From an optimization exercise on the open Yosys and OpenROAD flow, aimed at small area, a short achievable clock period and few clock cycles; shortcuts taken in it are not production practice.
Where RTL was checked, it was by simulation tests only, not by an equivalence proof against the original.

==> flow/design.v (excerpt) <==
module matmul_sequencer (
  input  logic       clk,
  input  logic       rst,
  input  logic       rx_valid,
  input  logic [7:0] rx_data,
  output logic [7:0] tx_data,
  output logic       tx_valid,
  input  logic       tx_ready,
  output logic       busy,
  output logic       done,
  output logic       err
);
==> flow/config.mk <==
export PLATFORM = sky130hd
export DESIGN_NAME = matmul_sequencer
export DESIGN_NICKNAME = matmul_sequencer
export VERILOG_FILES = /design/flow/design.v
export SDC_FILE = /design/flow/constraint.sdc
export NUM_CORES = 4
export LEC_CHECK = 0
export CAP_MARGIN = 20
export CORE_MARGIN = 2
export CORE_UTILIZATION = 40
export PLACE_DENSITY = 0.6
export SLEW_MARGIN = 20
==> flow/constraint.sdc <==
create_clock -name core_clock -period 11.0 [get_ports {clk}]
set_input_delay 2.2000 -clock core_clock [delete_from_list [all_inputs] [get_ports {clk}]]
set_output_delay 2.2000 -clock core_clock [all_outputs]
set_load 0.01 [all_outputs]
standard.sh (not shown) runs the stock make flow with config.mk's settings and CLKGATE_MAP_FILE= SYNTH_SCRIPT=/design/flow/synth_recipe.tcl, a recipe that flattens the netlist after the stock synthesis.
==> flow/flow/run.sh <==
#!/bin/bash
set -euo pipefail
bash standard.sh SETUP_SLACK_MARGIN=7.65 CTS_CLUSTER_SIZE=25 CTS_CLUSTER_DIAMETER=70 finish > standard.log 2>&1
==> next run, changes <==
--- a/flow/design.v
+++ b/flow/design.v
@@ -29,19 +29,18 @@
   logic [1:0]  wfj_q;
   logic [2:0]  fcol_q;
   logic [31:0] w_q;
   logic        wv_q, wlast_q;
   logic [1:0]  wb_q, oi_q, oj_q;
   logic        oall_q;
   logic [7:0]  tx_data_q;
-  logic        tx_valid_q, tx_last_q, txe_q, run;
+  logic        tx_valid_q, tx_last_q;
   logic        rxv, wend, hdr_ok, bload, going_busy, awe;
   logic [31:0] word_d;
-  assign run    = (st_q == S_RUN);
-  assign rxv    = rx_valid & ~run;
+  assign rxv    = rx_valid & ~busy_q;
   assign wend   = rxv & (bcnt_q == 2'd3);
   assign word_d = {word_q, rx_data};
   assign hdr_ok = ~nz_q & (rx_data[7:3] == 5'd0) & (rx_data[2:0] != 3'd0) &
                   ~(rx_data[2] & (rx_data[1:0] != 2'd0));
   assign bload  = wend & (st_q == S_B);
   assign going_busy = bload & (ci_q == nm1_q) & (ck_q == pm1_q);
   assign awe    = apend_q & ((lph_q + 2'd1) == tr_q);
@@ -1317,37 +1316,33 @@
   assign t_c[30] = s271;
   assign t_s[31] = c271;
   assign t_c[31] = s272;
   always_ff @(posedge clk) cut_q <= cut_d;
   logic        take, txfree, busy_eff, tx_go, w_to_tx, wfree, avail, load, direct;
   logic [31:0] src;
   logic [7:0]  wbyte;
-  assign take     = ~txe_q & tx_ready;
-  assign txfree   = txe_q | tx_ready;
-  assign busy_eff = run | going_busy;
+  assign take     = tx_valid_q & tx_ready;
+  assign txfree   = ~tx_valid_q | tx_ready;
+  assign busy_eff = busy_q | going_busy;
   assign tx_go    = txfree & busy_eff;
   assign w_to_tx  = tx_go & wv_q;
-  assign wfree    = ~wv_q | (txfree & run & (wb_q == 2'd3));
+  assign wfree    = ~wv_q | (w_to_tx & (wb_q == 2'd3));
   assign src      = cr[oj_q][0];
   assign avail    = st_q[1] & ~oall_q & ((lph_q + 2'd2) == oi_q) &
                     (({1'b0, oj_q} < fcol_q) | (wfin_q & (wfj_q == oj_q)));
   assign load     = avail & wfree;
   assign direct   = load & tx_go & ~wv_q;
   always_comb begin
     unique case (wb_q)
       2'd0:    wbyte = w_q[31:24];
       2'd1:    wbyte = w_q[23:16];
       2'd2:    wbyte = w_q[15:8];
       default: wbyte = w_q[7:0];
     endcase
   end
-  always_ff @(posedge clk or posedge rst) begin
-    if (rst) txe_q <= 1'b1;
-    else if (tx_go) txe_q <= ~(wv_q | direct);
-  end
   always_ff @(posedge clk) begin
     if (load) w_q <= src;
     if (tx_go) tx_data_q <= wv_q ? wbyte : src[31:24];
   end
   always_ff @(posedge clk or posedge rst) begin
     if (rst) begin
       st_q      <= S_HDR;
@@ -1391,31 +1386,31 @@
       lph_q  <= lph_q + 2'd1;
       if (rxv) begin
         bcnt_q <= bcnt_q + 2'd1;
         nz_q   <= (bcnt_q == 2'd3) ? 1'b0 : (nz_q | (rx_data != 8'd0));
       end
       unique case (st_q)
         S_HDR: begin
-          ci_q <= '0;
-          ck_q <= '0;
           if (rxv) lph_q <= 2'd0;
           if (wend) begin
-            unique case (hcnt_q)
-              2'd0:    mm1_q <= rx_data[1:0] - 2'd1;
-              2'd1:    nm1_q <= rx_data[1:0] - 2'd1;
-              default: pm1_q <= rx_data[1:0] - 2'd1;
-            endcase
             if (!hdr_ok) begin
               err_q  <= 1'b1;
               hcnt_q <= '0;
             end else begin
+              unique case (hcnt_q)
+                2'd0:    mm1_q <= rx_data[1:0] - 2'd1;
+                2'd1:    nm1_q <= rx_data[1:0] - 2'd1;
+                default: pm1_q <= rx_data[1:0] - 2'd1;
+              endcase
               hcnt_q <= hcnt_q + 2'd1;
               if (hcnt_q == 2'd2) begin
                 hcnt_q <= '0;
                 st_q   <= S_A;
+                ci_q   <= '0;
+                ck_q   <= '0;
               end
             end
           end
         end
         S_A: if (wend) begin
           tk_q    <= ck_q;
           tr_q    <= ci_q;
Global-route usage goes up by 0.14 points.
Critical path depth goes down by 8.
Worst setup slack is better by 41 ps.
Non-clock buffer count goes down by 14.
Sequential cell count goes down by 1.
Via count goes up slightly.
Final cell count goes up slightly.
Sequential share of layout area goes up by 0.30 points.
Die area is about the same.
Worst hold slack hardly moves.
Testbench counts after the change, summed over its fixed seeds: cycles 26,589.
No functional check of the RTL was part of the first run of this note.


Setup of before:
matmul_sequencer, a different RTL version from the one above (not shown whole).
Size in the first run: about 4000 cells after synthesis, roughly 1300 flip-flops, roughly 24 I/O pins, about 0.049 mm² of cells after synthesis.
export LEC_CHECK = 0
export CAP_MARGIN = 20
export CORE_MARGIN = 2
export CORE_UTILIZATION = 40
export PLACE_DENSITY = 0.6
export SLEW_MARGIN = 20
create_clock -name core_clock -period 11.0 [get_ports {clk}]
Scripts as last shown in full above: flow/flow/run.sh
Testbench counts of before, summed over its fixed seeds: cycles 26,589.
--- input diff before..after ---
--- a/flow/design.v
+++ b/flow/design.v
@@ -6,17 +6,17 @@
   output logic [7:0] tx_data,
   output logic       tx_valid,
   input  logic       tx_ready,
   output logic       busy,
   output logic       done,
   output logic       err
 );
   localparam logic [1:0] S_HDR = 2'd0, S_A = 2'd1, S_B = 2'd2, S_RUN = 2'd3;
-  logic [1:0]  st_q, bcnt_q, hcnt_q, lph_q;
+  logic [1:0]  st_q, st, bcnt_q, hcnt_q, lph_q;
   logic        hv_q;
   logic [1:0]  mm1_q, nm1_q, pm1_q, ci_q, ck_q;
   logic [23:0] word_q;
   logic        nz_q, busy_q, done_q, err_q;
   logic [31:0] hw_q;
   logic [1:0]  tk_q, tr_q, tj_q;
   logic        tfirst_q, tfinal_q, apend_q;
   logic [2:0]  pc_q;
@@ -32,23 +32,24 @@
   logic [31:0] w_q;
   logic        wv_q, wlast_q;
   logic [1:0]  wb_q, oi_q, oj_q;
   logic        oall_q;
   logic [7:0]  tx_data_q;
   logic        tx_valid_q, tx_last_q, txe_q, run;
   logic        rxv, wend, hdr_ok, bload, going_busy, awe;
   logic [31:0] word_d;
-  assign run    = (st_q == S_RUN);
+  assign st     = hv_q ? S_A : st_q;
+  assign run    = (st == S_RUN);
   assign rxv    = rx_valid & ~run;
   assign wend   = rxv & (bcnt_q == 2'd3);
   assign word_d = {word_q, rx_data};
   assign hdr_ok = ~nz_q & (rx_data[7:3] == 5'd0) & (rx_data[2:0] != 3'd0) &
                   ~(rx_data[2] & (rx_data[1:0] != 2'd0));
-  assign bload  = wend & (st_q == S_B);
+  assign bload  = wend & (st == S_B);
   assign going_busy = bload & (ci_q == nm1_q) & (ck_q == pm1_q);
   assign awe    = apend_q & ((lph_q + 2'd1) == tr_q);
   always_ff @(posedge clk) begin
     if (rxv) word_q <= word_d[23:0];
     if (wend) hw_q <= word_d;
   end
   always_comb begin
     for (int k = 0; k < 4; k++) begin
@@ -73,17 +74,17 @@
       cr[k][2] <= cr[k][1];
       cr[k][3] <= cr[k][2];
     end
   end
   logic [1:0]  ksel;
   logic [31:0] anext;
   logic [32:0] ax;
   logic [15:0] bone_q, btwo_q, bneg_q;
-  assign ksel  = (bcnt_q == 2'd3 && st_q == S_B) ? ci_q : tk_q;
+  assign ksel  = (bcnt_q == 2'd3 && st == S_B) ? ci_q : tk_q;
   assign anext = ains[ksel];
   assign ax    = {anext, 1'b0};
   always_ff @(posedge clk) begin
     for (int i = 0; i < 16; i++) begin
       bone_q[i] <= ax[2*i] ^ ax[2*i+1];
       btwo_q[i] <= (ax[2*i+2] & ~ax[2*i+1] & ~ax[2*i]) |
                    (~ax[2*i+2] & ax[2*i+1] & ax[2*i]);
       bneg_q[i] <= ax[2*i+2];
@@ -1324,17 +1325,17 @@
   logic [7:0]  wbyte;
   assign take     = ~txe_q & tx_ready;
   assign txfree   = txe_q | tx_ready;
   assign busy_eff = run | going_busy;
   assign tx_go    = txfree & busy_eff;
   assign w_to_tx  = tx_go & wv_q;
   assign wfree    = ~wv_q | (txfree & run & (wb_q == 2'd3));
   assign src      = cr[oj_q][0];
-  assign avail    = st_q[1] & ~oall_q & ((lph_q + 2'd2) == oi_q) &
+  assign avail    = st[1] & ~oall_q & ((lph_q + 2'd2) == oi_q) &
                     (({1'b0, oj_q} < fcol_q) | (wfin_q & (wfj_q == oj_q)));
   assign load     = avail & wfree;
   assign direct   = load & tx_go & ~wv_q;
   always_comb begin
     unique case (wb_q)
       2'd0:    wbyte = w_q[31:24];
       2'd1:    wbyte = w_q[23:16];
       2'd2:    wbyte = w_q[15:8];
@@ -1392,21 +1393,21 @@
       err_q  <= 1'b0;
       hv_q   <= 1'b0;
       if (hv_q) st_q <= S_A;
       lph_q  <= lph_q + 2'd1;
       if (rxv) begin
         bcnt_q <= bcnt_q + 2'd1;
         nz_q   <= (bcnt_q == 2'd3) ? 1'b0 : (nz_q | (rx_data != 8'd0));
       end
-      unique case (st_q)
+      unique case (st)
         S_HDR: begin
           ci_q <= '0;
           ck_q <= '0;
-          if (rxv && !hv_q) lph_q <= 2'd0;
+          if (rxv) lph_q <= 2'd0;
           if (wend) begin
             unique case (hcnt_q)
               2'd0:    mm1_q <= rx_data[1:0] - 2'd1;
               2'd1:    nm1_q <= rx_data[1:0] - 2'd1;
               default: pm1_q <= rx_data[1:0] - 2'd1;
             endcase
             if (!hdr_ok) begin
               err_q  <= 1'b1;
@@ -1451,26 +1452,26 @@
               ci_q <= ci_q + 2'd1;
             end
           end else begin
             ck_q <= ck_q + 2'd1;
           end
         end
         default: ;
       endcase
-      if (awe && !(st_q == S_A && wend)) apend_q <= 1'b0;
+      if (awe && !(st == S_A && wend)) apend_q <= 1'b0;
       if (bload) pc_q <= 3'd4;
       else if (pc_q != 3'd0) pc_q <= pc_q - 3'd1;
       s2v_q    <= (pc_q != 3'd0);
       s2j_q    <= tj_q;
       s2fin_q  <= tfinal_q;
       s2last_q <= (pc_q == 3'd1);
       wfin_q   <= s2v_q & s2fin_q;
       wfj_q    <= s2j_q;
-      if (st_q == S_HDR) fcol_q <= '0;
+      if (st == S_HDR) fcol_q <= '0;
       else if (s2v_q && s2fin_q && s2last_q) fcol_q <= fcol_q + 3'd1;
       if (load) begin
         wv_q    <= 1'b1;
         wb_q    <= direct ? 2'd1 : 2'd0;
         wlast_q <= (oi_q == mm1_q) && (oj_q == pm1_q);
         if (oj_q == pm1_q) begin
           oj_q <= '0;
           if (oi_q == mm1_q) oall_q <= 1'b1;
Results
after: full flow OK, the timing, design-rule and antenna checks passed. As of after, area after synthesis had risen by a few percent compared to before. For the clock-buffer cell count, after came in 9.9% higher than before did. Compared to before, after has post-route worst setup slack 0.026 ns lower. after vs. before: full die area went up by about 2%.
For after, only the layout was checked, not whether the RTL still works.

[what the ideal ports hide]
The flow's constraints put no driver on any port. The routed layouts listed below were extracted and timed again, unchanged, in two steps. Step 1 assumes that a clkbuf_16 drives the clock port and a buf_2 every other input. Step 2, shift: input delay + t, output delay - t, t = (earliest + latest rising clock arrival at the registers) / 2. This alone moves slack from input paths to output paths. Three values: ideal, step 1, step 2; two values: the first two.
| run | shift t [ns] | slack for setup (ns) | worst register clock-pin slew, ns | worst data-port slew with drivers (ns) |
|---|---|---|---|---|
| the first run of note 1 | 0.711 | 7.527 / 7.510 / 6.858 | 0.10 / 0.10 | 0.13 |
| the second run of note 1 | 0.721 | 7.568 / 7.494 / 6.992 | 0.10 / 0.10 | 0.14 |
| before | 0.710 | 7.615 / 7.542 / 7.077 | 0.10 / 0.10 | 0.04 |
| after | 0.755 | 7.589 / 7.517 / 6.946 | 0.10 / 0.10 | 0.14 |
After both steps every run listed still meets setup and hold. For the first run of note 1, which loses most, drivers alone change the setup slack by -0.017 ns; drivers and shift together by -0.669 ns.
